Context: an optimization exercise on an open-source flow, tuned for small area, a short achievable clock period and few clock cycles per item. The choices shown serve that exercise and are no tape-out recipe. Where RTL was checked, it was by simulation tests only, not by an equivalence proof against the original. The RTL of runs 2 to 5 was laid out without a check of its function. Power is estimated from default activity; no workload was simulated.

<file path="design/flow/run.sh">
#!/bin/bash
# synth_recipe.tcl (not shown) runs the flow's synth.tcl, then flattens the netlist and writes it again
# the make line also repeats each setting of config.mk as NAME=value (left out here)
make -C /OpenROAD-flow-scripts/flow DESIGN_CONFIG=/design/flow/config.mk WORK_HOME=/design/flow/orfs CLKGATE_MAP_FILE= SYNTH_SCRIPT=/design/flow/synth_recipe.tcl finish
</file>
<file path="design/flow/config.mk">
export PLATFORM = sky130hd
export DESIGN_NAME = ofdm_frame_sched
export DESIGN_NICKNAME = ofdm_frame_sched
export VERILOG_FILES = /design/flow/design.v
export SDC_FILE = /design/flow/constraint.sdc
export NUM_CORES = 4
export LEC_CHECK = 0
export CAP_MARGIN = 20
export CORE_MARGIN = 2
export CORE_UTILIZATION = 30
export PLACE_DENSITY = 0.5
export SLEW_MARGIN = 20
</file>
<file path="design/flow/constraint.sdc">
create_clock -name core_clock -period 6.5 [get_ports {clk}]
set_input_delay 1.3000 -clock core_clock [delete_from_list [all_inputs] [get_ports {clk}]]
set_output_delay 1.3000 -clock core_clock [all_outputs]
set_load 0.01 [all_outputs]
</file>
<file path="design/flow/design.v">
module ofdm_frame_sched #(
    parameter int DW   = 8,
    parameter int NFFT = 128
) (
    input  logic          clk,
    input  logic          reset,
    input  logic          sym_valid,
    output logic          sym_ready,
    input  logic [DW-1:0] sym_i,
    input  logic [DW-1:0] sym_q,
    input  logic          sink_ready,
    output logic          sink_valid,
    output logic          sink_sop,
    output logic          sink_eop,
    output logic [DW-1:0] sink_real,
    output logic [DW-1:0] sink_imag,
    output logic          frame_done
);
    localparam int H  = NFFT / 2;
    localparam int AW = $clog2(H);
    localparam int KW = $clog2(NFFT);
    localparam logic [AW-1:0] WR_FIRST = AW'(0);
    localparam logic [AW-1:0] WR_LAST  = AW'(H - 1);
    localparam logic [DW-1:0] MIN_VAL  = {1'b1, {(DW-1){1'b0}}};
    localparam logic [DW-1:0] MAX_VAL  = {1'b0, {(DW-1){1'b1}}};
    typedef enum logic [1:0] {S_IDLE, S_LOAD, S_STREAM} state_t;
    logic [DW-1:0] mem_i [2][H];
    logic [DW-1:0] mem_q [2][H];
    logic [1:0]    full;
    logic          wr_bank;
    logic [AW-1:0] wr_idx;
    logic          run;       
    logic          accept;
    logic          fill;
    logic          free;
    logic          rd_bank;
    assign sym_ready = run && !full[wr_bank];
    assign accept    = sym_valid && sym_ready;
    assign fill      = accept && (wr_idx == WR_LAST);
    always_ff @(posedge clk) begin
        if (reset) begin
            full    <= 2'b00;
            wr_bank <= 1'b0;
            wr_idx  <= WR_FIRST;
            run     <= 1'b0;
        end else begin
            run <= 1'b1;
            if (accept) begin
                if (fill) begin
                    wr_idx  <= WR_FIRST;
                    wr_bank <= ~wr_bank;
                end else begin
                    wr_idx <= wr_idx + 1'b1;
                end
            end
            if (fill) full[wr_bank] <= 1'b1;
            if (free) full[rd_bank] <= 1'b0;
        end
    end
    always_ff @(posedge clk) begin
        if (accept) begin
            mem_i[wr_bank][wr_idx] <= sym_i;
            mem_q[wr_bank][wr_idx] <= sym_q;
        end
    end
    state_t        state, state_n;
    logic [KW-1:0] k, k_n;
    logic [KW-1:0] smp_k;
    logic [KW-1:0] mirror;
    logic [AW-1:0] addr;
    logic [DW-1:0] rd_i, rd_q;
    logic [DW-1:0] smp_re, smp_im;
    assign smp_k  = (state == S_STREAM) ? k + 1'b1 : '0;
    assign mirror = -smp_k;
    assign addr   = smp_k[KW-1] ? mirror[AW-1:0] : smp_k[AW-1:0];
    assign rd_i   = mem_i[rd_bank][addr];
    assign rd_q   = mem_q[rd_bank][addr];
    always_comb begin
        smp_re = rd_i;
        smp_im = rd_q;
        if (smp_k == '0) begin
            smp_re = rd_i;
            smp_im = '0;
        end else if (smp_k == KW'(H)) begin
            smp_re = rd_q;
            smp_im = '0;
        end else if (smp_k[KW-1]) begin
            smp_im = (rd_q == MIN_VAL) ? MAX_VAL : -rd_q;
        end
    end
    logic          rd_bank_n;
    logic          valid_n, sop_n, eop_n;
    logic [DW-1:0] real_n, imag_n;
    logic          other_full;
    assign other_full = full[~rd_bank] || (fill && (wr_bank != rd_bank));
    always_comb begin
        state_n   = state;
        k_n       = k;
        rd_bank_n = rd_bank;
        valid_n   = sink_valid;
        sop_n     = sink_sop;
        eop_n     = sink_eop;
        real_n    = sink_real;
        imag_n    = sink_imag;
        free      = 1'b0;
        case (state)
            S_IDLE: begin
                if (full[rd_bank]) state_n = S_LOAD;
            end
            S_LOAD: begin
                state_n = S_STREAM;
                k_n     = '0;
                valid_n = 1'b1;
                sop_n   = 1'b1;
                eop_n   = 1'b0;
                real_n  = smp_re;
                imag_n  = smp_im;
            end
            S_STREAM: begin
                if (sink_ready) begin
                    if (k == KW'(NFFT - 1)) begin
                        free      = 1'b1;
                        rd_bank_n = ~rd_bank;
                        state_n   = other_full ? S_LOAD : S_IDLE;
                        valid_n   = 1'b0;
                        sop_n     = 1'b0;
                        eop_n     = 1'b0;
                        real_n    = '0;
                        imag_n    = '0;
                    end else begin
                        k_n    = k + 1'b1;
                        sop_n  = 1'b0;
                        eop_n  = (k == KW'(NFFT - 2));
                        real_n = smp_re;
                        imag_n = smp_im;
                    end
                end
            end
            default: state_n = S_IDLE;
        endcase
    end
    always_ff @(posedge clk) begin
        if (reset) begin
            state      <= S_IDLE;
            k          <= '0;
            rd_bank    <= 1'b0;
            sink_valid <= 1'b0;
            sink_sop   <= 1'b0;
            sink_eop   <= 1'b0;
            sink_real  <= '0;
            sink_imag  <= '0;
        end else begin
            state      <= state_n;
            k          <= k_n;
            rd_bank    <= rd_bank_n;
            sink_valid <= valid_n;
            sink_sop   <= sop_n;
            sink_eop   <= eop_n;
            sink_real  <= real_n;
            sink_imag  <= imag_n;
        end
    end
    assign frame_done = sink_valid && sink_ready && sink_eop;
endmodule
</file>
==> qor.yml, run 1 <==
placed_design:
  gp_congestion: 0.8951
  hpwl_um: 167900
  port_buffers: 40
yosys:
  synth_nets: 6092
  synth_edf_count: 2048
  ys_ff_latch: 2087
  ys_seq_area_share_pct: 73.85
  syn-instance-count: 6067
  async_flop_share_pct: 0
  yosys_most_used_dff: "edfxtp_1"
  synth_warnings: 1
  yosys.cell_types.count: 99
  syn_area_per_cell_um2: 13.90
  syn_area_um2: 84330
pwr:
  p_leak_nw: 31.15
  powerDensity_nw_per_um2: 277.6
  ir_drop_mv: 0.2884
setup_path:
  critPathMaxStageDelay_ns: 0.65
  regToRegSetupSlack_ns: 0.29
  cp_max_fo: 89
  crit_path_top_delay_cell: "a2111o_2"
  path_cells: "inv_1 -> ha_1 -> nand2b_1 -> ha_1 -> nand2b_1 -> a2111o_2 -> buf_12 -> buf_12 -> and3_1 -> a211oi_1 -> a311oi_1 -> o21ai_1 -> o221ai_1 -> o22a_1 -> a21oi_1 -> and3_1 -> a2111oi_0 -> a2111oi_0"
  critPathTopFamily: "compound AO/OA/AOI/OAI gates"
  path_buf_inv: 3
  cp-end-kind: "register"
  worstSetupPathType: "register to register"
  required_ns: 7.23
  arrival_ns: 6.95
  start_kind: "register"
outcome:
  status: "complete, no violations"
global_route:
  grt_overflow: 0
  grt_start_max_net_pins: 126
  grt_pass1_wl_um: 402600
  track_usage_pct: 19.45
  grt_pass1_vias: 52093
  antenna_found_initial: 16
detailed_routing:
  drc: 0
  vias: 54573
  wl_met3_um: 20990
  wl_met1_um: 121400
  antenna_left: 0
  wl_per_cell_um: 28.13
  via_per_inst: 5.395
  dr.max_layer_used: "met5"
  first_pass_iters: 6
  drtIter0Drc: 6666
  routed_wl_um: 284600
  dr_wl_met2_um: 130700
clock_tree:
  tritoncts: "built"
  cts.path.max_buffers: 3
  clkSlewWorstSetupHoldPaths_ns: 0.07
  cts_root_buffer: "clkbuf_16"
  clock-sinks: 2087
  clk_latency_ns: 0.88
  ctsHtreeMaxLevel: 4
  cts_buffers: 216
  post_cts_buffers: 0
floorplan:
  dieWidth_um: 534.2
  start_util_pct: 30.19
  die_area_um2: 285400
  core_area_um2: 279400
  rows: 194
  ios: 41
  die_h_um: 534.2
sta:
  fin_crit_sh_pct: 95.61
  setup_violations: 0
  relSlewSlack_pct: 22.80
  slew_violations: 0
  hold_violations: 0
  period_needed_ns: 6.215
  rsz0062_at_grt: "no"
  finalSetupTns_ns: 0
  max_freq_ghz: 0.1609
  hold_ws_ns: 0.5290
  finClkSkew_ns: 0.03775
  worstMarginPinSlew_ns: 1.150
layout:
  final_cell_mix: "edfxtp_1, nand2_1, nand3_1"
  nNetsFinal: 6238
  drive_above_1_share_pct: 11.52
  post-route-util_pct: 34.73
  layout_commonest_cell: "edfxtp_1"
  area_delta_synth_final_pct: 15.05
min_path:
  hp-class: "register to register"
flow_run:
  maxCapViolations: 0
[repair_timing]
action,CTS,global route
hold buffers,0,0
resized for setup,0,5
endpoints found under the setup margin,0,7
endpoints found under the hold margin,0,0
[synth_stat cells, types with 12 or more instances]
cell | instances | area, um2
edfxtp_1 | 2048 | 61500
nand2_1 | 1319 | 4951
nand3_1 | 471 | 2357
a311oi_1 | 224 | 1962
clkbuf_1 | 217 | 814.5
a211oi_1 | 215 | 1614
and3_1 | 199 | 1245
nor2_1 | 186 | 698.2
buf_2 | 154 | 770.7
mux2i_1 | 153 | 1531
a21oi_1 | 147 | 735.7
a31oi_1 | 89 | 556.8
o21ai_0 | 56 | 280.3
nor3_1 | 51 | 255.2
buf_1 | 40 | 150.1
dfxtp_1 | 39 | 780.8
buf_4 | 32 | 240.2
o22ai_1 | 31 | 193.9
a221oi_1 | 26 | 227.7
a32oi_1 | 24 | 210.2
nand4_1 | 24 | 150.1
mux4_2 | 20 | 450.4
a2111oi_0 | 19 | 166.4
and2_1 | 13 | 81.33
inv_1 | 13 | 48.80
nor4_1 | 13 | 81.33
a22oi_1 | 12 | 90.09
o211ai_1 | 12 | 90.09
[layer usage]
metal | up-vias | GRT usage [%]
met3 | 478 | 3.283
li1 | 23629 | -
met5 | - | 0
met1 | 28187 | 26.83
met2 | 2273 | 30.62
met4 | 6 | 7.357
[tightest hold or removal path, cell delays in order, from the launching register on]
cell	delay, ns
dfxtp_1	0.32
o21ai_0	0.08
a211oi_1	0.07
[metrics by stage]
step / worst slack, ns / power (mW) / cell area, um2 / cells
floorplan: 0.03803 / 15.10 / 84330 / 6067
global route: 0.05835 / 27.62 / 97010 / 10112
CTS: 0.03642 / 27.10 / 96970 / 10110
global placement: 0.08351 / 15.39 / 90330 / 9718
detailed placement: 0.09731 / 15.40 / 90350 / 9718
finish: 0.2851 / 26.93 / 97020 / 10116
[flip-flops by register name, summed over array words and instances (netlist names)]
name        flops
full            2
k               7
mem_i        1024
mem_q        1024
rd_bank         1
run             1
sink_eop        1
sink_imag       8
sink_real       8
sink_sop        1
sink_valid      1
state           2
wr_bank         1
wr_idx          6
[path summary, 6_finish.rpt]
kind | endpoint | start | cells after the start
max | sink_imag[5]$_SDFFE_PP0P_ | k[0]$_SDFFE_PP0P_ | 18
min reg2reg | sink_sop$_SDFFE_PP0P_ | sink_sop$_SDFFE_PP0P_ | 2
max reg2reg | sink_imag[5]$_SDFFE_PP0P_ | k[0]$_SDFFE_PP0P_ | 18
min | sink_sop$_SDFFE_PP0P_ | sink_sop$_SDFFE_PP0P_ | 2
[final cells by class]
class                      instances  area, um2
antenna                            5      12.51
timing repair buffer             383       3298
fill                           26844     182400
clock inverter                   114      870.8
sequential                      2087      62280
inverter                          14      60.06
multi-input combinational       3511      20090
tap                             3724       4659
clock buffer                     278       5752
[logic make-up (layout without fill, tap and decap cells)]
| kind of cell | Yosys count | in the layout | share of synthesized area (%) |
|---|---|---|---|
| adders and majority gates | 5 | 5 | 0.07418 |
| other | 0 | 5 | 0 |
| DFF | 2087 | 2087 | 73.85 |
| and+or+nand+nor | 2324 | 2325 | 12.09 |
| muxes | 179 | 179 | 2.435 |
| buffers and inverters | 470 | 789 | 2.589 |
| xor gates and xnor gates | 11 | 11 | 0.1142 |
| AOI/OAI and AO/OA | 991 | 991 | 8.847 |
[power by group]
group          internal [mW]  switching [mW]
clock                   6.57            5.25
combinational         0.0349           0.293
sequential              14.8         0.00300
total                   21.4            5.55
Testbench counts, summed over its fixed seeds: cycles 17,040, frames 128.
==> run 2: changes to the inputs <==
==> design/flow/design.v (replaced) <==
module ofdm_frame_sched #(
    parameter int DW   = 8,
    parameter int NFFT = 128
) (
    input  logic          clk,
    input  logic          reset,
    input  logic          sym_valid,
    output logic          sym_ready,
    input  logic [DW-1:0] sym_i,
    input  logic [DW-1:0] sym_q,
    input  logic          sink_ready,
    output logic          sink_valid,
    output logic          sink_sop,
    output logic          sink_eop,
    output logic [DW-1:0] sink_real,
    output logic [DW-1:0] sink_imag,
    output logic          frame_done
);
    localparam int H  = NFFT / 2;
    localparam int AW = $clog2(H);
    localparam int KW = $clog2(NFFT);
    localparam logic [DW-1:0] MIN_VAL = {1'b1, {(DW-1){1'b0}}};
    localparam logic [DW-1:0] MAX_VAL = {1'b0, {(DW-1){1'b1}}};
    logic [2*DW-1:0] ring [H];
    logic [AW-1:0] wmis;      
    logic [AW-1:0] wr_j;      
    logic          wf;        
    logic          rf;        
    logic [KW-1:0] rd_k;      
    logic          ahead;
    logic          accept;
    assign ahead  = wf ^ rf;
    assign accept = sym_valid && sym_ready;
    always_ff @(posedge clk) begin
        ring[0] <= accept ? {sym_i, sym_q} : ring[H-1];
        for (int p = 1; p < H; p++) ring[p] <= ring[p-1];
    end
    logic [AW-1:0] wmis_n, wr_j_n;
    logic          wf_n, ahead_n;
    always_comb begin
        wmis_n = accept ? '0 : wmis + 1'b1;
        wr_j_n = accept ? wr_j + 1'b1 : wr_j;
        wf_n   = (accept && wr_j == AW'(H - 1)) ? ~wf : wf;
        ahead_n = wf_n ^ rf_n;
    end
    always_ff @(posedge clk) begin
        if (reset) begin
            wmis      <= '0;
            wr_j      <= '0;
            wf        <= 1'b0;
            sym_ready <= 1'b1;
        end else begin
            wmis      <= wmis_n;
            wr_j      <= wr_j_n;
            wf        <= wf_n;
            sym_ready <= (wmis_n == '0) &&
                         (!ahead_n || (wr_j_n == '0 && rd_k_n[KW-1] && rd_k_n[KW-2:0] != '0));
        end
    end
    logic [AW-1:0]   pos;     
    logic            avail;
    logic            r_load, o_load;
    logic            r_valid;
    logic [2*DW-1:0] r_data;
    logic            r_sop, r_mid, r_neg, r_eop;
    assign avail  = ahead || (rd_k[AW-1:0] != wr_j);
    assign o_load = r_valid && (!sink_valid || sink_ready);
    assign r_load = avail && !pos[0] && (!r_valid || o_load);
    logic [KW-1:0] rd_k_n;
    logic          rf_n;
    assign rd_k_n = r_load ? rd_k + 1'b1 : rd_k;
    assign rf_n   = (r_load && rd_k == KW'(NFFT - 1)) ? ~rf : rf;
    always_ff @(posedge clk) begin
        if (reset) begin
            rd_k    <= '0;
            rf      <= 1'b0;
            pos     <= '1;
            r_valid <= 1'b0;
        end else begin
            rd_k <= rd_k_n;
            rf   <= rf_n;
            if (r_load) pos <= rd_k[KW-1] ? pos + AW'(2) : pos;
            else        pos <= pos + 1'b1;
            r_valid <= r_load || (r_valid && !o_load);
        end
    end
    logic [H/2-1:0]  rsel;
    logic [2*DW-1:0] rd_word;
    always_comb begin
        rsel = '0;
        rsel[pos[AW-1:1]] = 1'b1;
        rd_word = '0;
        for (int e = 0; e < H/2; e++)
            rd_word = rd_word | ({(2*DW){rsel[e]}} & ring[2*e]);
    end
    always_ff @(posedge clk) begin
        if (r_load) begin
            r_data <= rd_word;
            r_sop  <= (rd_k == '0);
            r_mid  <= (rd_k == KW'(H));
            r_neg  <= rd_k[KW-1] && (rd_k[KW-2:0] != '0);
            r_eop  <= (rd_k == KW'(NFFT - 1));
        end
    end
    logic [DW-1:0] ri, rq, re_n, im_n;
    assign ri = r_data[2*DW-1:DW];
    assign rq = r_data[DW-1:0];
    always_comb begin
        re_n = ri;
        im_n = rq;
        if (r_sop) begin
            im_n = '0;
        end else if (r_mid) begin
            re_n = rq;
            im_n = '0;
        end else if (r_neg) begin
            im_n = (rq == MIN_VAL) ? MAX_VAL : -rq;
        end
    end
    always_ff @(posedge clk) begin
        if (reset) begin
            sink_valid <= 1'b0;
        end else begin
            sink_valid <= o_load || (sink_valid && !sink_ready);
        end
    end
    always_ff @(posedge clk) begin
        if (o_load) begin
            sink_sop  <= r_sop;
            sink_eop  <= r_eop;
            sink_real <= re_n;
            sink_imag <= im_n;
        end
    end
    assign frame_done = sink_valid && sink_ready && sink_eop;
endmodule
--- a/design/flow/config.mk
+++ b/design/flow/config.mk
@@ -9,4 +9,6 @@
 export CORE_MARGIN = 2
-export CORE_UTILIZATION = 30
-export PLACE_DENSITY = 0.5
+export CORE_UTILIZATION = 50
+export CTS_BUF_LIST = sky130_fd_sc_hd__clkbuf_4 sky130_fd_sc_hd__clkbuf_8
+export PLACE_DENSITY = 0.65
+export SETUP_SLACK_MARGIN = 3.4
 export SLEW_MARGIN = 20
==> run 2 against run 1 <==
Compared with the run above:
- still clean
- largest cell class unchanged
- first-iteration DRC count shrank 72%
- register-to-register slack gained 3.1 ns
- routed wire length down 76%
- non-clock buffer count decreased by 279
==> qor.yml, run 2 <==
detailed_routing:
  wl_per_cell_um: 22.83  # -19%
  via_per_inst: 5.406  # +0.21%
  first_pass_iters: 6  # unchanged
  drtIter0Drc: 1852  # -72%
  vias: 16423  # -70%
  antenna_left: 0  # unchanged
  drc: 0  # unchanged
  routed_wl_um: 69360  # -76%
layout:
  area_delta_synth_final_pct: 18.15
  largest_reg_flops: 1024
  final_cell_mix: "dfxtp_1, clkbuf_8, nand2_1"
  drive_above_1_share_pct: 17.92  # +6.4 points
  postLayoutCellArea_um2: 33140  # -66%
  post-route-util_pct: 59.93  # +25 points
  final_cells: 3038  # -70%
  largest_register: "ring"
  largest_registers: "ring (1024), r_data (16)"
  layout_commonest_cell: "dfxtp_1"
  nNetsFinal: 2202  # -65%
  fill_cells: 4239  # -84%
sta:
  worstMarginPinSlew_ns: 0.9266  # -0.2235 ns
  relSlewSlack_pct: 38.03  # +15 points
  period_needed_ns: 3.080  # -3.135 ns
  hold_violations: 0  # unchanged
  setup_violations: 0  # unchanged
  finClkSkew_ns: 0.02748  # -0.01027 ns
  fin_crit_sh_pct: 47.38  # -48 points
  max_freq_ghz: 0.3247  # +100%
  rsz0062_at_grt: "yes"
  fin_ws_ns: 3.420  # +3.135 ns
  slew_violations: 0  # unchanged
  hold_ws_ns: 0.3036  # -0.2254 ns
  finalSetupTns_ns: 0  # unchanged
pwr:
  power_frac_comb_pct: 11.8  # +11 points
  p_sw_share_pct: 27.01  # +6.4 points
  p_clk_share_pct: 37.8  # -6.1 points
  p_switching_mw: 3.939  # -29%
  powerDensity_nw_per_um2: 440.0  # +59%
  p_leak_nw: 13.03  # -58%
  power_mw: 14.58  # -46%
  p_seq_share_pct: 50.4  # -4.5 points
  p_int_mw: 10.65  # -50%
  ir_drop_mv: 0.2743  # -4.9%
floorplan:
  dieWidth_um: 240.9  # -55%
  ios: 41  # unchanged
  die_area_um2: 58020  # -80%
  die_h_um: 240.9  # -55%
  core_area_um2: 55310  # -80%
  rows: 86  # -56%
  start_util_pct: 50.72  # +21 points
min_path:
  whs_path_depth: 0  # -2
  hp-class: "register to register"
  holdCritStartpoint: "ring[31][14]$_DFF_P_"
  hold_end: "ring[32][14]$_DFF_P_"
setup_path:
  critPathMaxStageDelay_ns: 0.19  # -0.46 ns
  regToRegSetupSlack_ns: 3.42  # +3.14 ns
  start_kind: "input port"
  cp_max_fo: 3  # -97%
  startpoint: "sink_ready"
  crit_path_top_delay_cell: "clkdlybuf4s15_1"
  regToRegStartpoint: "pos[2]$_SDFFE_PP1N_"
  rr_endpoint: "r_data[9]$_DFFE_PP_"
  cp-end-kind: "output port"
  worstSetupPathType: "input port to output port"
  required_ns: 5.20  # -2.03 ns
  path_cells: "clkdlybuf4s15_1 -> and3_1 -> buf_2"
  arrival_ns: 1.78  # -5.17 ns
  reg2regPathDepth: 10  # -8
yosys:
  synthTopCellsByArea: "dfxtp_1, edfxtp_1, a22oi_1"
  yosys_most_used_dff: "dfxtp_1"
  yosysMostFrequentCell: "dfxtp_1"
  ys_ff_latch: 1092  # -48%
  syn-instance-count: 2003  # -67%
  post-synth-top-area-cell: "dfxtp_1"
  async_flop_share_pct: 0  # unchanged
  synth.top_cell.area_share_pct: 75.22  # +2.3 points
  ys_seq_area_share_pct: 79.28  # +5.4 points
  synth_edf_count: 38  # -98%
  synth_nets: 2033  # -67%
  synthTopCellsByCount: "dfxtp_1, nand2_1, a22oi_1"
  yosys.cell_types.count: 77  # -22%
  synth_warnings: 2  # +1
  syn_area_um2: 28050  # -67%
  syn_area_per_cell_um2: 14.01  # +0.76%
flow_run:
  maxCapViolations: 0  # unchanged
placed_design:
  hpwl_um: 41580  # -75%
  place_area_um2: 29250  # -68%
  dp_cells: 2725  # -72%
  port_buffers: 40  # unchanged
  place_ws_ns: 2.301  # +2.203 ns
  gp_congestion: 0.9017  # +0.74%
global_route:
  grt_overflow: 0  # unchanged
  grt_pass1_vias: 16556  # -68%
  grt_pass1_wl_um: 101300  # -75%
  grt_start_max_net_pins: 56  # -56%
  track_usage_pct: 23.97  # +4.5 points
  antenna_found_initial: 5  # -11
outcome:
  status: "complete, no violations"
clock_tree:
  ctsHtreeMaxLevel: 4  # unchanged
  clk_latency_ns: 0.82  # -0.06 ns
  cts.path.max_buffers: 3  # unchanged
  clkSlewWorstSetupHoldPaths_ns: 0.07  # about the same
  clock-sinks: 1092  # -48%
  cts_root_buffer: "clkbuf_8"
  ctsHoldBuffers: 0  # unchanged
  cts_buffers: 157  # -27%
  tritoncts: "built"
[run 2: cell count changes in the layout (fill, tap and decap cells not counted), moves of 210 or more]
cell / before / now
edfxtp_1: 2048 / 38
buf_4: 330 / 50
a211oi_1: 213 / 3
clkbuf_16: 219 / 1
dfxtp_1: 37 / 1049
nand3_1: 471 / 36
a311oi_1: 223 / 3
nand2_1: 1319 / 111
[run 2: worst max path at each step]
stage | end | cells past startpoint | slack [ns]
2_1_floorplan | r_data[10]$_DFFE_PP_ | 11 | 3.51
3_3_place_gp | pos[4]$_SDFFE_PP1N_ | 10 | 2.34
3_5_place_dp | pos[4]$_SDFFE_PP1N_ | 10 | 2.30
4_1_cts | r_data[10]$_DFFE_PP_ | 10 | 3.37
5_1_grt | r_data[11]$_DFFE_PP_ | 9 | 3.31
6_report | frame_done | 3 | 3.42
[run 2: layout make-up]
class	count	area (um2)	area share, %
tap	748	935.9	2.824
timing repair buffer	104	998.5	3.012
clock buffer	242	3030	9.143
sequential	1092	22260	67.15
antenna	2	5.005	0.01510
multi-input combinational	801	5574	16.82
inverter	16	65.06	0.1963
clock inverter	33	277.8	0.8381
[run 2: worst max-delay path, delay by kind of cell]
kind,cells,cell delay (ns)
and+or+nand+nor,1,0.16
buffers and inverters,2,0.32
[run 2: timing repair]
action,CTS,global route
pin swaps,3,9
resized for setup,48,31
gates cloned,0,2
buffers inserted,14,20
setup endpoints to repair,18,17
endpoints found under the hold margin,0,0
[run 2: layer usage]
metal / global-route usage, % / up-vias / part of all wire (%)
met1: 32.59 / 8018 / 45
met3: 6.325 / 157 / 8.1
li1: - / 7453 / -
met4: 10.25 / 6 / 3.4
met2: 36.32 / 789 / 44
met5: 0 / - / 0.050
[run 2: kinds of logic (layout without fill, tap and decap cells)]
family | count (synthesis) | after routing | synth area share, %
DFF | 1092 | 1092 | 79.28
AOI/OAI and AO/OA | 388 | 388 | 10.35
and+or+nand+nor | 329 | 329 | 5.669
buffers and inverters | 110 | 395 | 1.717
xor gates and xnor gates | 39 | 39 | 1.218
muxes | 35 | 35 | 1.316
adders and majority gates | 10 | 10 | 0.4460
other | 0 | 2 | 0
[run 2: power by group through the flow]
| stage | Combinational, mW | Sequential (mW) | Clock, mW |
|---|---|---|---|
| 2_1_floorplan | 0.869 | 7.33 | 0 |
| 3_3_place_gp | 1.45 | 7.47 | 0 |
| 3_5_place_dp | 1.45 | 7.49 | 0 |
| 4_1_cts | 1.55 | 7.34 | 5.61 |
| 5_1_grt | 1.77 | 7.37 | 5.92 |
| 6_report | 1.73 | 7.34 | 5.51 |
==> run 3: changes to the inputs <==
--- a/design/flow/config.mk
+++ b/design/flow/config.mk
@@ -12,3 +12,2 @@
 export PLACE_DENSITY = 0.65
-export SETUP_SLACK_MARGIN = 3.4
 export SLEW_MARGIN = 20
==> run 3 against run 2 <==
Compared with the run above:
- still clean
- final area down 1.3%
- non-clock buffer count down 35
- sequential power about the same
- first-iteration DRC count down 15%
- routed wire length down 1.5%
- sequential cell count unchanged
==> qor.yml, run 3 <==
outcome:
  status: "complete, no violations"
clock_tree:
  tritoncts: "built"
  cts_buffers: 157  # unchanged
  clkSlewWorstSetupHoldPaths_ns: 0.07  # about the same
  clk_latency_ns: 0.80  # -0.02 ns
  ctsHtreeMaxLevel: 4  # unchanged
  cts.repair.resized: 0  # -100%
  clock-sinks: 1092  # unchanged
  ctsHoldBuffers: 0  # unchanged
  cts.path.max_buffers: 3  # unchanged
  cts_root_buffer: "clkbuf_8"
  post_cts_buffers: 0  # -14
layout:
  multi_input_area_um2: 5414  # -2.9%
  area_delta_synth_final_pct: 16.56
  drive_above_1_share_pct: 15.69  # -2.2 points
  final_cell_mix: "dfxtp_1, clkbuf_8, nand2_1"
  seq_area_um2: 22240  # about the same
  layout_commonest_cell: "dfxtp_1"
  largest_registers: "ring (1024), r_data (16)"
  largest_reg_flops: 1024  # unchanged
  largest_register: "ring"
  fill_cells: 4336  # +2.3%
  postLayoutCellArea_um2: 32700  # -1.3%
  nNetsFinal: 2167  # -1.6%
sta:
  finClkSkew_ns: 0.04023  # +0.01275 ns
  rsz0062_at_grt: "no"
  period_needed_ns: 4.304  # +1.224 ns
  relSlewSlack_pct: 30.57  # -7.5 points
  finalSetupTns_ns: 0  # unchanged
  fin_crit_sh_pct: 66.22  # +19 points
  worstMarginPinSlew_ns: 1.038  # +0.1110 ns
  hold_violations: 0  # unchanged
  slew_violations: 0  # unchanged
  hold_ws_ns: 0.2993  # -0.004278 ns
  setup_violations: 0  # unchanged
  max_freq_ghz: 0.2323  # -28%
global_route:
  grt_pass1_vias: 16549  # -0.042%
  grt_pass1_wl_um: 101800  # +0.45%
  grt_overflow: 0  # unchanged
  gr-usage-met2_pct: 36.14  # -0.18 points
  grt_start_max_net_pins: 51  # -8.9%
  antenna_found_initial: 3  # -2
  track_usage_pct: 24.02  # +0.056 points
  grt_busiest_layer: "met2"
  use_met1_pct: 32.92  # +0.34 points
  met3_usage_pct: 5.879  # -0.45 points
pwr:
  p_leak_nw: 12.81  # -1.7%
  p_sw_share_pct: 26.66  # -0.35 points
  p_int_mw: 10.68  # +0.28%
  powerDensity_nw_per_um2: 445.1  # +1.2%
  ir_drop_mv: 0.2371  # -14%
  power_frac_comb_pct: 10.5  # -1.3 points
  p_clk_share_pct: 39.2  # +1.4 points
  p_seq_share_pct: 50.4  # about the same
  p_switching_mw: 3.880  # -1.5%
yosys:
  yosys.cell_types.count: 77  # unchanged
  ys_ff_latch: 1092  # unchanged
  yosys_most_used_dff: "dfxtp_1"
  syn_area_per_cell_um2: 14.01  # unchanged
  post-synth-top-area-cell: "dfxtp_1"
  ys_seq_area_share_pct: 79.28  # unchanged
  synth.top_cell.area_share_pct: 75.22  # unchanged
  syn_area_um2: 28050  # unchanged
  synth_edf_count: 38  # unchanged
  synthTopCellsByCount: "dfxtp_1, nand2_1, a22oi_1"
  yosysMostFrequentCell: "dfxtp_1"
  syn-instance-count: 2003  # unchanged
  synth_nets: 2033  # unchanged
  async_flop_share_pct: 0  # unchanged
  synthTopCellsByArea: "dfxtp_1, edfxtp_1, a22oi_1"
  synth_warnings: 2  # unchanged
floorplan:
  die_h_um: 240.9  # unchanged
  die_area_um2: 58020  # unchanged
  dieWidth_um: 240.9  # unchanged
  rows: 86  # unchanged
  start_util_pct: 50.72  # unchanged
  ios: 41  # unchanged
  core_area_um2: 55310  # unchanged
placed_design:
  hpwl_um: 42200  # +1.5%
  gp_congestion: 0.8835  # -2.0%
  port_buffers: 40  # unchanged
  place_area_um2: 29270  # about the same
setup_path:
  critPathTopFamily: "simple AND/OR/NAND/NOR gates"
  path_cells: "inv_1 -> ha_1 -> nor2_1 -> and3_1 -> buf_4 -> a32oi_1 -> nand3_1 -> or4_1 -> or4_1"
  cp_max_fo: 19  # +16
  critPathMaxStageDelay_ns: 0.94  # +0.75 ns
  arrival_ns: 4.84  # +3.06 ns
  rr_endpoint: "r_data[10]$_DFFE_PP_"
  crit_path_top_delay_cell: "dfxtp_1"
  worstSetupPathType: "register to register"
  regToRegSetupSlack_ns: 2.20  # -1.22 ns
  path_buf_inv: 2  # unchanged
  start_kind: "register"
  worst-path-stages: 9  # +6
  regToRegStartpoint: "pos[1]$_SDFFE_PP1N_"
  required_ns: 7.04  # +1.84 ns
  cp-end-kind: "register"
  reg2regPathDepth: 9  # -1
  crit_top_cell: "or4_1"
detailed_routing:
  wl_per_cell_um: 22.68  # -0.65%
  first_pass_iters: 6  # unchanged
  antenna_left: 0  # unchanged
  vias: 16402  # -0.13%
  via_per_inst: 5.447  # +0.77%
  routed_wl_um: 68300  # -1.5%
  drtIter0Drc: 1576  # -15%
  drc: 0  # unchanged
min_path:
  hold_end: "ring[54][9]$_DFF_P_"
  whs_path_depth: 0  # unchanged
  holdCritStartpoint: "ring[53][9]$_DFF_P_"
  hp-class: "register to register"
flow_run:
  maxCapViolations: 0  # unchanged
==> run 3: per-stage QoR <==
step | total power, mW | utilization [%] | std cells | setup slack, ns
after floorplan | 8.204 | - | 2003 | 3.373
after CTS | 14.60 | 59.11 | 3010 | 2.305
final | 14.56 | 59.12 | 3011 | 2.196
after global placement | 8.922 | 52.92 | 2726 | 2.274
after detailed placement | 8.941 | 52.92 | 2726 | 2.264
after global routing | 15.01 | 59.12 | 3010 | 2.060
==> run 3: worst max path at each step <==
stage,from,to,slack [ns]
after global placement,sink_ready,rd_k[2]$_SDFF_PP0_,2.27
after global routing,pos[1]$_SDFFE_PP1N_,r_data[10]$_DFFE_PP_,2.06
after CTS,pos[1]$_SDFFE_PP1N_,r_data[10]$_DFFE_PP_,2.30
after floorplan,pos[1]$_SDFFE_PP1N_,r_data[10]$_DFFE_PP_,3.37
after detailed placement,sink_ready,rd_k[2]$_SDFF_PP0_,2.26
final,pos[1]$_SDFFE_PP1N_,r_data[10]$_DFFE_PP_,2.20
==> run 3: cell families (layout without fill, tap and decap cells) <==
| logic type | Yosys count | count (layout) | share of synthesized area [%] |
|---|---|---|---|
| AO/OA/AOI/OAI | 388 | 388 | 10.35 |
| AND/OR/NAND/NOR | 329 | 329 | 5.669 |
| flip-flops | 1092 | 1092 | 79.28 |
| buffers and inverters | 110 | 369 | 1.717 |
| XOR/XNOR | 39 | 39 | 1.218 |
| adder cells (fa/ha/maj) | 10 | 10 | 0.4460 |
| other | 0 | 1 | 0 |
| multiplexers | 35 | 35 | 1.316 |
==> run 3: area by class of cell <==
cell class | count | area share [%]
multi-input combinational | 801 | 16.56
inverter | 16 | 0.1837
clock buffer | 249 | 9.371
tap | 748 | 2.862
antenna | 1 | 0.007653
sequential | 1092 | 68.02
clock inverter | 35 | 1.110
timing repair buffer | 69 | 1.890
==> run 3: power by group through the flow <==
stage | registers, mW | clock network (mW) | logic, mW
6_report | 7.33 | 5.70 | 1.53
5_1_grt | 7.36 | 6.08 | 1.57
4_1_cts | 7.32 | 5.79 | 1.48
3_5_place_dp | 7.46 | 0 | 1.48
3_3_place_gp | 7.45 | 0 | 1.47
2_1_floorplan | 7.33 | 0 | 0.869
==> run 3: layer usage <==
metal  share of wire (%)  up-vias  wire length (um)
met1                  45     8087             30580
met5               0.019        -                13
li1                    -     7387                 -
met4                 3.3        2              2244
met3                 8.1      170              5500
met2                  44      756             29960
==> run 4: changes to the inputs <==
--- a/design/flow/design.v
+++ b/design/flow/design.v
@@ -86,10 +86,10 @@
     end
-    logic [H/2-1:0]  rsel;
     logic [2*DW-1:0] rd_word;
+    logic [2*DW-1:0] l1 [16], l2 [8], l3 [4], l4 [2];
     always_comb begin
-        rsel = '0;
-        rsel[pos[AW-1:1]] = 1'b1;
-        rd_word = '0;
-        for (int e = 0; e < H/2; e++)
-            rd_word = rd_word | ({(2*DW){rsel[e]}} & ring[2*e]);
+        for (int e = 0; e < 16; e++) l1[e] = pos[1] ? ring[4*e+2] : ring[4*e];
+        for (int e = 0; e < 8; e++)  l2[e] = pos[2] ? l1[2*e+1] : l1[2*e];
+        for (int e = 0; e < 4; e++)  l3[e] = pos[3] ? l2[2*e+1] : l2[2*e];
+        for (int e = 0; e < 2; e++)  l4[e] = pos[4] ? l3[2*e+1] : l3[2*e];
+        rd_word = pos[5] ? l4[1] : l4[0];
     end
--- a/design/flow/config.mk
+++ b/design/flow/config.mk
@@ -10,4 +10,7 @@
 export CORE_UTILIZATION = 50
-export CTS_BUF_LIST = sky130_fd_sc_hd__clkbuf_4 sky130_fd_sc_hd__clkbuf_8
+export CTS_BUF_LIST = sky130_fd_sc_hd__clkbuf_16
+export CTS_CLUSTER_DIAMETER = 45
+export CTS_CLUSTER_SIZE = 24
 export PLACE_DENSITY = 0.65
+export SETUP_SLACK_MARGIN = 3.4
 export SLEW_MARGIN = 20
==> run 4 against run 3 <==
Compared with the run above:
- still clean
- first-iteration DRC count is 58% lower
- via count is 29% lower
- synthesized cell count down 21%
- count of clock-buffer cells in the layout fell by 165
- die area is 0.75% lower
- non-clock buffer count fell by 17
- critical path type is now input port to output port
- largest cell class unchanged
==> qor.yml, run 4 <==
min_path:
  hp-class: "register to register"
  holdCritStartpoint: "ring[3][10]$_DFF_P_"
layout:
  nNetsFinal: 1680  # -22%
  final_cells: 2471  # -18%
  final_cell_mix: "dfxtp_1, mux4_2, clkbuf_16"
  largest_registers: "ring (1024), r_data (16)"
  seq_area_um2: 22250  # about the same
  drive_above_1_share_pct: 20.66  # +5.0 points
  multi_input_area_um2: 5265  # -2.8%
  fill_cells: 4139  # -4.5%
  largest_register: "ring"
  area_delta_synth_final_pct: 15.05
  layout_commonest_cell: "dfxtp_1"
  insertedDiodeCount: 0  # -1
  largest_reg_flops: 1024  # unchanged
pwr:
  powerDensity_nw_per_um2: 423.7  # -4.8%
  ir_drop_mv: 0.2339  # -1.4%
  p_sw_share_pct: 24.39  # -2.3 points
  power_mw: 13.57  # -6.8%
  p_int_mw: 10.26  # -3.9%
  p_leak_nw: 12.57  # -1.9%
  power_frac_comb_pct: 7.2  # -3.3 points
  p_switching_mw: 3.310  # -15%
  p_seq_share_pct: 53.9  # +3.5 points
  p_clk_share_pct: 38.9  # -0.3 points
yosys:
  async_flop_share_pct: 0  # unchanged
  synth_top_family_by_area: "multiplexers"
  synth_nets: 1600  # -21%
  yosys_most_used_dff: "dfxtp_1"
  synth.top_cell.area_share_pct: 75.80  # +0.58 points
  synth_compound_area_share_pct: 1.061  # -9.3 points
  muxShareOfSynthArea_pct: 14.07  # +13 points
  synth_simple_gate_area_share_pct: 2.378  # -3.3 points
  syn_area_per_cell_um2: 17.70  # +26%
  yosys.cell_types.count: 52  # -32%
  yosysMostFrequentCell: "dfxtp_1"
  synthTopCellsByArea: "dfxtp_1, mux4_2, edfxtp_1"
  ys_seq_area_share_pct: 79.90  # +0.61 points
  syn_area_um2: 27840  # -0.77%
  synth_warnings: 6  # +4
  synth_adder_area_share_pct: 0.3146  # -0.13 points
  post-synth-top-area-cell: "dfxtp_1"
  synth_edf_count: 38  # unchanged
  ys_ff_latch: 1092  # unchanged
  synthTopCellsByCount: "dfxtp_1, mux4_2, nand2_1"
  syn-instance-count: 1573  # -21%
  synth_xor_area_share_pct: 1.088  # -0.13 points
detailed_routing:
  via_per_inst: 4.713  # -13%
  antenna_left: 0  # unchanged
  wl_per_cell_um: 17.09  # -25%
  drc: 0  # unchanged
  routed_wl_um: 42240  # -38%
  vias: 11645  # -29%
  drtIter0Drc: 669  # -58%
  first_pass_iters: 5  # -1
clock_tree:
  cts_buffers: 83  # -47%
  cts_root_buffer: "clkbuf_16"
  clock-sinks: 1092  # unchanged
  ctsHoldBuffers: 0  # unchanged
  clk_latency_ns: 0.64  # -0.16 ns
  ctsHtreeMaxLevel: 3  # -1
  tritoncts: "built"
  cts.path.max_buffers: 3  # unchanged
  clkSlewWorstSetupHoldPaths_ns: 0.07  # about the same
global_route:
  gr-usage-met2_pct: 22.36  # -14 points
  grt_pass1_vias: 12236  # -26%
  antenna_found_initial: 0  # -3
  met3_usage_pct: 3.065  # -2.8 points
  track_usage_pct: 15.08  # -8.9 points
  grt_busiest_layer: "met2"
  grt_start_max_net_pins: 77  # +51%
  grt_overflow: 0  # unchanged
  grt_pass1_wl_um: 67430  # -34%
  use_met1_pct: 22.08  # -11 points
sta:
  max_freq_ghz: 0.3368  # +45%
  fin_crit_sh_pct: 45.68  # -21 points
  finalSetupTns_ns: 0  # unchanged
  period_needed_ns: 2.969  # -1.335 ns
  slew_violations: 0  # unchanged
  fin_ws_ns: 3.531  # +1.335 ns
  finClkSkew_ns: 0.02163  # -0.01860 ns
  worstMarginPinSlew_ns: 0.8949  # -0.1426 ns
  hold_violations: 0  # unchanged
  relSlewSlack_pct: 39.94  # +9.4 points
  setup_violations: 0  # unchanged
  rsz0062_at_grt: "no"
  hold_ws_ns: 0.3064  # +0.007097 ns
placed_design:
  gp_congestion: 0.7564  # -14%
  port_buffers: 40  # unchanged
  dp_cells: 2313  # -15%
  hpwl_um: 23160  # -45%
  place_ws_ns: 2.575  # +0.3111 ns
outcome:
  status: "complete, no violations"
setup_path:
  startpoint: "sink_ready"
  regToRegStartpoint: "pos[1]$_SDFFE_PP1N_"
  critPathMaxStageDelay_ns: 0.14  # -0.80 ns
  cp_max_fo: 3  # -16
  crit_path_top_delay_cell: "and3_1"
  worstSetupPathType: "input port to output port"
  start_kind: "input port"
  path_cells: "clkbuf_2 -> and3_1 -> buf_2"
  arrival_ns: 1.67  # -3.17 ns
  required_ns: 5.20  # -1.84 ns
  cp-end-kind: "output port"
floorplan:
  core_area_um2: 55090  # -0.39%
  dieWidth_um: 240.0  # -0.38%
  rows: 86  # unchanged
  die_area_um2: 57580  # -0.75%
  ios: 41  # unchanged
  die_h_um: 240.0  # -0.38%
  start_util_pct: 50.53  # -0.19 points
flow_run:
  maxCapViolations: 0  # unchanged
==> run 4: cell count changes after synthesis, moves of 31 or more <==
cell	change
a22oi_1	-83
a22o_1	-49
nand3_1	-31
nor2_1	-41
nand2_1	-48
mux4_2	+160
a21oi_1	-38
==> run 4: critical path, delay by kind of cell <==
kind,cells,cell delay (ns)
buf+inv,2,0.23
simple gates,1,0.14
==> run 4: worst paths after layout <==
check	to	slack, ns	cells after the start
worst max-delay path	frame_done	3.53	3
worst min-delay path	ring[4][10]$_DFF_P_	0.31	0
worst max register to register	r_data[10]$_DFFE_PN_	3.61	4
worst min register to register	ring[4][10]$_DFF_P_	0.31	0
==> run 4: area by class of cell <==
cell class	instances	share of cell area, %
well taps	748	2.922
multi-input cells	413	16.44
inverters	11	0.1367
flip-flops and latches	1092	69.48
repair buffers	52	1.735
clock buffers	84	6.563
clock inverters	71	2.727
==> run 4: per-layer routing <==
metal | vias up | share of wire [%]
met5 | - | 0
met4 | 0 | 2.1
met3 | 60 | 3.8
met2 | 165 | 43
met1 | 5796 | 51
li1 | 5624 | -
==> run 4: through the flow <==
step                cell area [um2]  utilization (%)
detailed placement            28990            52.62
global route                  32030            58.14
CTS                           31990            58.06
finish                        32030            58.14
global placement              28990            52.62
floorplan                     27840                -
==> run 4: power by group through the flow <==
stage	sequential (mW)	combinational, mW	clock (mW)
floorplan	7.31	0.808	0
global placement	7.49	0.932	0
detailed placement	7.50	0.934	0
CTS	7.34	0.967	5.41
global route	7.36	1.05	5.68
finish	7.31	0.977	5.29
==> run 4: cells by family after synthesis <==
kind of cell | after synthesis
flip-flops | 1092
multiplexers | 188
AND/OR/NAND/NOR | 141
buffers and inverters | 68
AO/OA/AOI/OAI | 44
XOR/XNOR | 33
adder cells (fa/ha/maj) | 7
==> run 4: what timing repair did <==
item | in CTS | in global routing
gates resized for setup | 7 | 3
buffers inserted | 1 | 1
setup endpoints to repair | 17 | 12
pin swaps | 0 | 0
cloned | 0 | 1
hold endpoints to repair | 0 | 0
==> run 5: changes to the inputs <==
--- a/design/flow/config.mk
+++ b/design/flow/config.mk
@@ -11,4 +11,4 @@
 export CTS_BUF_LIST = sky130_fd_sc_hd__clkbuf_16
-export CTS_CLUSTER_DIAMETER = 45
-export CTS_CLUSTER_SIZE = 24
+export CTS_CLUSTER_DIAMETER = 60
+export CTS_CLUSTER_SIZE = 30
 export PLACE_DENSITY = 0.65
==> run 5 against run 4 <==
Compared with the run above:
- synthesized cell count unchanged
- routed wire length shrank 2.5%
- critical path type unchanged
- count of clock-buffer cells in the layout shrank 32
- still clean on timing, DRC and antenna
- sequential power is essentially flat
- largest cell class unchanged
- final area shrank 4.0%
- die area did not move
- sequential cell count did not move
- setup slack about the same
- utilization decreased by 2.3 points
==> qor.yml, run 5 <==
detailed_routing:
  wl_per_cell_um: 17.18  # +0.50%
  drc: 0  # unchanged
  first_pass_iters: 5  # unchanged
  antenna_left: 0  # unchanged
  drtIter0Drc: 740  # +11%
  routed_wl_um: 41180  # -2.5%
  via_per_inst: 4.759  # +0.99%
  vias: 11408  # -2.0%
yosys:
  yosys_most_used_dff: "dfxtp_1"
  synthTopCellsByArea: "dfxtp_1, mux4_2, edfxtp_1"
  syn_area_per_cell_um2: 17.70  # unchanged
  post-synth-top-area-cell: "dfxtp_1"
  synth.top_cell.area_share_pct: 75.80  # unchanged
  synth_nets: 1600  # unchanged
  syn-instance-count: 1573  # unchanged
  async_flop_share_pct: 0  # unchanged
  synth_warnings: 6  # unchanged
  ys_seq_area_share_pct: 79.90  # unchanged
  yosys.cell_types.count: 52  # unchanged
  ys_ff_latch: 1092  # unchanged
  syn_area_um2: 27840  # unchanged
  synthTopCellsByCount: "dfxtp_1, mux4_2, nand2_1"
  yosysMostFrequentCell: "dfxtp_1"
  synth_edf_count: 38  # unchanged
clock_tree:
  clock-sinks: 1092  # unchanged
  cts.path.max_buffers: 3  # unchanged
  clk_latency_ns: 0.61  # -0.03 ns
  cts_root_buffer: "clkbuf_16"
  cts_buffers: 50  # -40%
  tritoncts: "built"
  clkSlewWorstSetupHoldPaths_ns: 0.10  # +0.03 ns
  ctsHtreeMaxLevel: 2  # -1
pwr:
  power_mw: 12.06  # -11%
  powerDensity_nw_per_um2: 392.1  # -7.5%
  p_leak_nw: 11.94  # -4.9%
  ir_drop_mv: 0.2233  # -4.5%
floorplan:
  core_area_um2: 55090  # unchanged
  start_util_pct: 50.53  # unchanged
  dieWidth_um: 240.0  # unchanged
  ios: 41  # unchanged
  die_area_um2: 57580  # unchanged
  rows: 86  # unchanged
  die_h_um: 240.0  # unchanged
setup_path:
  cp-end-kind: "output port"
  required_ns: 5.20  # about the same
  critPathTopFamily: "buffers and inverters"
  path_cells: "clkbuf_2 -> and3_1 -> buf_2"
  critPathMaxStageDelay_ns: 0.14  # about the same
  arrival_ns: 1.67  # about the same
  worstSetupPathType: "input port to output port"
  path_buf_inv: 2  # unchanged
  crit_path_top_delay_cell: "and3_1"
  start_kind: "input port"
  cp_max_fo: 3  # unchanged
layout:
  largest_register: "ring"
  final_cells: 2397  # -3.0%
  largest_reg_flops: 1024  # unchanged
  area_delta_synth_final_pct: 10.50
  largest_registers: "ring (1024), r_data (16)"
  final_cell_mix: "dfxtp_1, mux4_2, nand2_1"
  postLayoutCellArea_um2: 30760  # -4.0%
  nNetsFinal: 1647  # -2.0%
  layout_commonest_cell: "dfxtp_1"
  post-route-util_pct: 55.84  # -2.3 points
  drive_above_1_share_pct: 17.35  # -3.3 points
sta:
  max_freq_ghz: 0.3368  # about the same
  period_needed_ns: 2.969  # +0.00009000 ns
  finClkSkew_ns: 0.04321  # +0.02158 ns
  hold_violations: 0  # unchanged
  slew_violations: 0  # unchanged
  setup_violations: 0  # unchanged
  fin_ws_ns: 3.531  # -0.00009000 ns
  rsz0062_at_grt: "no"
  hold_ws_ns: 0.2976  # -0.008866 ns
  finalSetupTns_ns: 0  # unchanged
  worstMarginPinSlew_ns: 0.8786  # -0.01634 ns
  fin_crit_sh_pct: 45.68  # about the same
  relSlewSlack_pct: 41.03  # +1.1 points
flow_run:
  maxCapViolations: 0  # unchanged
placed_design:
  place_ws_ns: 2.575  # unchanged
  port_buffers: 40  # unchanged
  hpwl_um: 23160  # unchanged
  dp_cells: 2313  # unchanged
  place_area_um2: 28990  # unchanged
  gp_congestion: 0.7564  # unchanged
outcome:
  status: "complete, no violations"
global_route:
  grt_pass1_vias: 11865  # -3.0%
  antenna_found_initial: 0  # unchanged
  grt_overflow: 0  # unchanged
  track_usage_pct: 14.65  # -0.43 points
  grt_start_max_net_pins: 77  # unchanged
  grt_pass1_wl_um: 65870  # -2.3%
min_path:
  hp-class: "register to register"
run 5: cell families after synthesis:
| group | share of synthesized area [%] |
|---|---|
| AND/OR/NAND/NOR | 2.378 |
| buffers and inverters | 1.196 |
| flip-flops | 79.90 |
| adder cells (fa/ha/maj) | 0.3146 |
| XOR/XNOR | 1.088 |
| multiplexers | 14.07 |
| AO/OA/AOI/OAI | 1.061 |
run 5: timing repair:
item                                    CTS  global route
resized for setup                         7             3
setup buffers                             1             1
gates cloned                              0             1
hold endpoints to repair                  0             0
endpoints found under the setup margin   16            12
hold buffers                              0             0
run 5: routing by layer:
layer  part of all wire [%]  wire length, um  GRT usage, %  vias up
met4                    2.2              903         4.273        0
li1                       -                -             -     5501
met1                     52            21210         21.83     5724
met2                     43            17750         22.05      130
met3                    3.2             1319         2.641       53
met5                      0                0             0        -
run 5: final timing paths:
path                     endpoint  slack (ns)                start  cells after the start
min           ring[18][9]$_DFF_P_        0.30  ring[17][9]$_DFF_P_                      0
max reg2reg  r_data[10]$_DFFE_PN_        3.62  pos[1]$_SDFFE_PP1N_                      4
max                    frame_done        3.53           sink_ready                      3
min reg2reg   ring[18][9]$_DFF_P_        0.30  ring[17][9]$_DFF_P_                      0
run 5: final cells by class:
class                           instances  area [um2]
Fill cell                            4271       24330
Sequential cell                      1092       22250
Multi-Input combinational cell        413        5265
Clock buffer                           52        1301
Tap cell                              748       935.9
Timing Repair Buffer                   52       555.5
Clock inverter                         28       405.4
Inverter                               11       43.79
Antenna cell                            1       2.502
run 5: report_power, final:
| part | leakage, nW | internal, mW | switching [mW] |
|---|---|---|---|
| logic | 2.10 | 0.531 | 0.446 |
| registers | 9.02 | 7.08 | 0.229 |
| clock network | 0.829 | 1.67 | 2.11 |
==> run 6: changes to the inputs <==
--- a/design/flow/design.v
+++ b/design/flow/design.v
@@ -31,4 +31,6 @@
     logic          accept;
-    assign ahead  = wf ^ rf;
-    assign accept = sym_valid && sym_ready;
+    assign ahead     = wf ^ rf;
+    assign sym_ready = (wmis == '0) &&
+                       (!ahead || (wr_j == '0 && rd_k[KW-1] && rd_k[KW-2:0] != '0));
+    assign accept    = sym_valid && sym_ready;
     always_ff @(posedge clk) begin
@@ -37,22 +39,13 @@
     end
-    logic [AW-1:0] wmis_n, wr_j_n;
-    logic          wf_n, ahead_n;
-    always_comb begin
-        wmis_n = accept ? '0 : wmis + 1'b1;
-        wr_j_n = accept ? wr_j + 1'b1 : wr_j;
-        wf_n   = (accept && wr_j == AW'(H - 1)) ? ~wf : wf;
-        ahead_n = wf_n ^ rf_n;
-    end
     always_ff @(posedge clk) begin
         if (reset) begin
-            wmis      <= '0;
-            wr_j      <= '0;
-            wf        <= 1'b0;
-            sym_ready <= 1'b1;
+            wmis <= '0;
+            wr_j <= '0;
+            wf   <= 1'b0;
         end else begin
-            wmis      <= wmis_n;
-            wr_j      <= wr_j_n;
-            wf        <= wf_n;
-            sym_ready <= (wmis_n == '0) &&
-                         (!ahead_n || (wr_j_n == '0 && rd_k_n[KW-1] && rd_k_n[KW-2:0] != '0));
+            wmis <= accept ? '0 : wmis + 1'b1;
+            if (accept) begin
+                wr_j <= wr_j + 1'b1;
+                if (wr_j == AW'(H - 1)) wf <= ~wf;
+            end
         end
@@ -68,6 +61,2 @@
     assign r_load = avail && !pos[0] && (!r_valid || o_load);
-    logic [KW-1:0] rd_k_n;
-    logic          rf_n;
-    assign rd_k_n = r_load ? rd_k + 1'b1 : rd_k;
-    assign rf_n   = (r_load && rd_k == KW'(NFFT - 1)) ? ~rf : rf;
     always_ff @(posedge clk) begin
@@ -79,6 +68,9 @@
         end else begin
-            rd_k <= rd_k_n;
-            rf   <= rf_n;
-            if (r_load) pos <= rd_k[KW-1] ? pos + AW'(2) : pos;
-            else        pos <= pos + 1'b1;
+            if (r_load) begin
+                rd_k <= rd_k + 1'b1;
+                if (rd_k == KW'(NFFT - 1)) rf <= ~rf;
+                pos  <= rd_k[KW-1] ? pos + AW'(2) : pos;
+            end else begin
+                pos  <= pos + 1'b1;
+            end
             r_valid <= r_load || (r_valid && !o_load);
@@ -86,14 +78,5 @@
     end
-    logic [2*DW-1:0] rd_word;
-    logic [2*DW-1:0] l1 [16], l2 [8], l3 [4], l4 [2];
-    always_comb begin
-        for (int e = 0; e < 16; e++) l1[e] = pos[1] ? ring[4*e+2] : ring[4*e];
-        for (int e = 0; e < 8; e++)  l2[e] = pos[2] ? l1[2*e+1] : l1[2*e];
-        for (int e = 0; e < 4; e++)  l3[e] = pos[3] ? l2[2*e+1] : l2[2*e];
-        for (int e = 0; e < 2; e++)  l4[e] = pos[4] ? l3[2*e+1] : l3[2*e];
-        rd_word = pos[5] ? l4[1] : l4[0];
-    end
     always_ff @(posedge clk) begin
         if (r_load) begin
-            r_data <= rd_word;
+            r_data <= ring[{pos[AW-1:1], 1'b0}];
             r_sop  <= (rd_k == '0);
==> design/flow/config.mk (replaced) <==
export PLATFORM = sky130hd
export DESIGN_NAME = ofdm_frame_sched
export DESIGN_NICKNAME = ofdm_frame_sched
export VERILOG_FILES = /design/flow/design.v
export SDC_FILE = /design/flow/constraint.sdc
export NUM_CORES = 4
export LEC_CHECK = 0
export CAP_MARGIN = 20
export CORE_MARGIN = 2
export CORE_UTILIZATION = 30
export PLACE_DENSITY = 0.5
export SLEW_MARGIN = 20
==> run 6 against run 5 <==
Compared with the run above:
- sequential cell count fell by 1
- clock skew fell by 0.015 ns
- still clean
- sequential share of layout area fell by 6.2 points
- final area rose by 9.3%
- setup slack got worse by 1.1 ns
- global-route usage rose by 0.65 points
- worst hold slack barely moved
- clock power rose by about 60%
==> qor.yml, run 6 <==
yosys:
  syn-instance-count: 1975  # +26%
  async_flop_share_pct: 0  # unchanged
  ys_seq_area_share_pct: 78.55  # -1.3 points
  post-synth-top-area-cell: "dfxtp_1"
  synth_edf_count: 38  # unchanged
  synth.top_cell.area_share_pct: 74.52  # -1.3 points
  synthTopCellsByArea: "dfxtp_1, edfxtp_1, mux2_2"
  yosys_most_used_dff: "dfxtp_1"
  yosysMostFrequentCell: "dfxtp_1"
  synthTopCellsByCount: "dfxtp_1, clkbuf_1, nand3_1"
  yosys.cell_types.count: 76  # +46%
  syn_area_um2: 28290  # +1.6%
  ys_ff_latch: 1091  # -0.092%
  synth_nets: 2009  # +26%
  synth_warnings: 2  # -4
  syn_area_per_cell_um2: 14.32  # -19%
detailed_routing:
  vias: 15777  # +38%
  routed_wl_um: 75380  # +83%
  wl_per_cell_um: 22.30  # +30%
  drc: 0  # unchanged
  antenna_left: 0  # unchanged
  via_per_inst: 4.668  # -1.9%
  first_pass_iters: 8  # +3
  drtIter0Drc: 1410  # +91%
pwr:
  p_leak_nw: 12.87  # +7.8%
  ir_drop_mv: 0.2710  # +21%
  power_mw: 15.54  # +29%
  powerDensity_nw_per_um2: 462.1  # +18%
setup_path:
  arrival_ns: 4.48  # +2.81 ns
  crit_path_top_delay_cell: "or2_1"
  reg2regPathDepth: 7  # +3
  regToRegSetupSlack_ns: 2.42  # -1.20 ns
  start_kind: "register"
  cp_max_fo: 25  # +22
  required_ns: 6.90  # +1.70 ns
  regToRegStartpoint: "pos[2]$_SDFFE_PP1P_"
  cp-end-kind: "register"
  startpoint: "pos[2]$_SDFFE_PP1P_"
  rr_endpoint: "r_data[11]$_DFFE_PN_"
  worstSetupPathType: "register to register"
  path_cells: "inv_1 -> ha_2 -> nand2_1 -> a21oi_1 -> o32a_1 -> or2_1 -> mux2_4"
  path_buf_inv: 1  # -1
  critPathMaxStageDelay_ns: 0.85  # +0.71 ns
  critPathTopFamily: "simple AND/OR/NAND/NOR gates"
floorplan:
  rows: 112  # +30%
  die_area_um2: 96770  # +68%
  core_area_um2: 93330  # +69%
  ios: 41  # unchanged
  dieWidth_um: 311.1  # +30%
  die_h_um: 311.1  # +30%
  start_util_pct: 30.31  # -20 points
placed_design:
  gp_congestion: 0.8222  # +8.7%
  hpwl_um: 48910  # +110%
  place_area_um2: 30140  # +4.0%
  port_buffers: 40  # unchanged
sta:
  max_freq_ghz: 0.2448  # -27%
  hold_violations: 0  # unchanged
  period_needed_ns: 4.085  # +1.115 ns
  hold_ws_ns: 0.2975  # -0.000009000 ns
  worstMarginPinSlew_ns: 1.197  # +0.3188 ns
  setup_violations: 0  # unchanged
  finalSetupTns_ns: 0  # unchanged
  fin_crit_sh_pct: 62.84  # +17 points
  rsz0062_at_grt: "no"
  finClkSkew_ns: 0.02843  # -0.01478 ns
  relSlewSlack_pct: 20.01  # -21 points
  slew_violations: 0  # unchanged
global_route:
  grt_pass1_vias: 16048  # +35%
  grt_start_max_net_pins: 54  # -30%
  track_usage_pct: 15.30  # +0.65 points
  grt_pass1_wl_um: 108700  # +65%
  antenna_found_initial: 3  # +3
  grt_overflow: 0  # unchanged
clock_tree:
  post_cts_buffers: 0  # -1
  cts_buffers: 104  # +110%
  clkSlewWorstSetupHoldPaths_ns: 0.06  # -0.04 ns
  ctsHtreeMaxLevel: 3  # +1
  tritoncts: "built"
  cts_root_buffer: "clkbuf_16"
  clock-sinks: 1091  # -0.092%
  cts.repair.resized: 0  # -7
  ctsHoldBuffers: 0  # unchanged
  cts.path.max_buffers: 3  # unchanged
  clk_latency_ns: 0.67  # +0.06 ns
layout:
  area_delta_synth_final_pct: 18.85
  largest_registers: "ring (1024), r_data (16)"
  postLayoutCellArea_um2: 33620  # +9.3%
  drive_above_1_share_pct: 13.55  # -3.8 points
  nNetsFinal: 2080  # +26%
  largest_reg_flops: 1024  # unchanged
  final_cell_mix: "dfxtp_1, clkbuf_16, nand3_1"
  largest_register: "ring"
  layout_commonest_cell: "dfxtp_1"
  post-route-util_pct: 36.03  # -20 points
min_path:
  hp-class: "register to register"
  hold_end: "ring[20][8]$_DFF_P_"
  whs_path_depth: 0  # unchanged
  holdCritStartpoint: "ring[19][8]$_DFF_P_"
flow_run:
  maxCapViolations: 0  # unchanged
outcome:
  status: "complete, no violations"
-- run 6: changes by cell type after synthesis, moves of 32 or more --
cell | previous run | this run
nand3_1 | 6 | 69
mux4_2 | 160 | 1
a22oi_1 | 0 | 67
a32oi_1 | 1 | 33
clkbuf_1 | 25 | 70
mux2_2 | 26 | 64
-- run 6: routing by layer --
metal,GRT usage (%),part of all wire (%),routed length (um),vias to the layer above
met1,20.40,44,33390,7786
met5,0,0,0,-
met2,23.42,44,32930,639
li1,-,-,-,7166
met3,3.779,7.5,5661,186
met4,6.884,4.5,3405,0
-- run 6: worst max path at each step --
| stage | to | slack (ns) | cells after the start |
|---|---|---|---|
| final | r_data[11]$_DFFE_PN_ | 2.42 | 7 |
| after global routing | r_data[11]$_DFFE_PN_ | 2.27 | 7 |
| after CTS | r_data[11]$_DFFE_PN_ | 2.32 | 5 |
| after detailed placement | r_data[11]$_DFFE_PN_ | 2.35 | 5 |
| after global placement | r_data[11]$_DFFE_PN_ | 2.38 | 5 |
| after floorplan | r_data[11]$_DFFE_PN_ | 3.04 | 13 |
-- run 6: logic make-up after synthesis --
logic type               count (synthesis)  share of synthesized area (%)
AND/OR/NAND/NOR                        301                          5.865
XOR/XNOR                                18                         0.5573
multiplexers                            95                          3.715
adder cells (fa/ha/maj)                 14                         0.6192
AO/OA/AOI/OAI                          331                          8.793
flip-flops                            1091                          78.55
buffers and inverters                  125                          1.902
-- run 6: final cells by class --
| type | count | area, um2 |
|---|---|---|
| fillers | 8972 | 59710 |
| flip-flops and latches | 1091 | 22230 |
| multi-input cells | 759 | 5638 |
| clock buffers | 152 | 3102 |
| well taps | 1254 | 1569 |
| repair buffers | 71 | 645.6 |
| clock inverters | 33 | 365.4 |
| inverters | 19 | 71.32 |
| diodes | 1 | 2.502 |
-- run 6: worst reg2reg max path: cells and delay by family (launching register included) --
kind / cells / cell delay, ns
compound gates: 2 / 1.06
flops: 1 / 0.39
fa+ha+maj: 1 / 0.67
mux: 1 / 0.36
simple gates: 2 / 1.23
buf+inv: 1 / 0.12
-- run 6: metrics by stage --
stage               setup WS (ns)  cells
finish                      2.415   3380
global route                2.267   3379
detailed placement          2.349   3194
floorplan                   3.037   1975
global placement            2.382   3194
CTS                         2.320   3379
-- run 6: report_power, final --
group | leakage (nW) | internal, mW | switching [mW]
clock | 1.69 | 3.54 | 2.47
combinational | 2.19 | 0.526 | 1.43
sequential | 8.99 | 7.23 | 0.331
total | 12.9 | 11.3 | 4.24
Testbench counts of run 6, summed over its fixed seeds: cycles 16,408, frames 128.

==> what the ideal ports hide <==
No port has a modelled driver above. Below, the same layouts with a new extraction and two added sets of constraints. Step 1 sets driving cells, clkbuf_16 on the clock port and buf_2 on the other inputs (assumed; they add their load-dependent delay and slew). Step 2 also shifts input and output timing later by t, the mid clock arrival at the registers, as if the neighbouring blocks saw the same clock. Slacks: ideal / step 1 / step 2; pairs: ideal / step 1.
| run | shift t [ns] | setup WS [ns] | clock arrival spread, ns | pins driven straight from the clock port |
|---|---|---|---|---|
| run 1 | 0.951 | 0.285 / 0.285 / 0.285 | 0.037 / 0.038 | 1 |
| run 2 | 0.855 | 3.420 / 3.391 / 2.783 | 0.031 / 0.031 | 1 |
| run 3 | 0.837 | 2.196 / 2.196 / 2.152 | 0.047 / 0.047 | 1 |
| run 4 | 0.685 | 3.531 / 3.507 / 2.935 | 0.025 / 0.026 | 1 |
| run 5 | 0.656 | 3.531 / 3.507 / 2.961 | 0.048 / 0.048 | 1 |
| run 6 | 0.716 | 2.415 / 2.415 / 2.391 | 0.034 / 0.034 | 1 |
After both steps setup and hold are still met in every run listed. For run 2, which loses most, drivers alone change the setup slack by -0.029 ns; drivers and shift together by -0.637 ns.
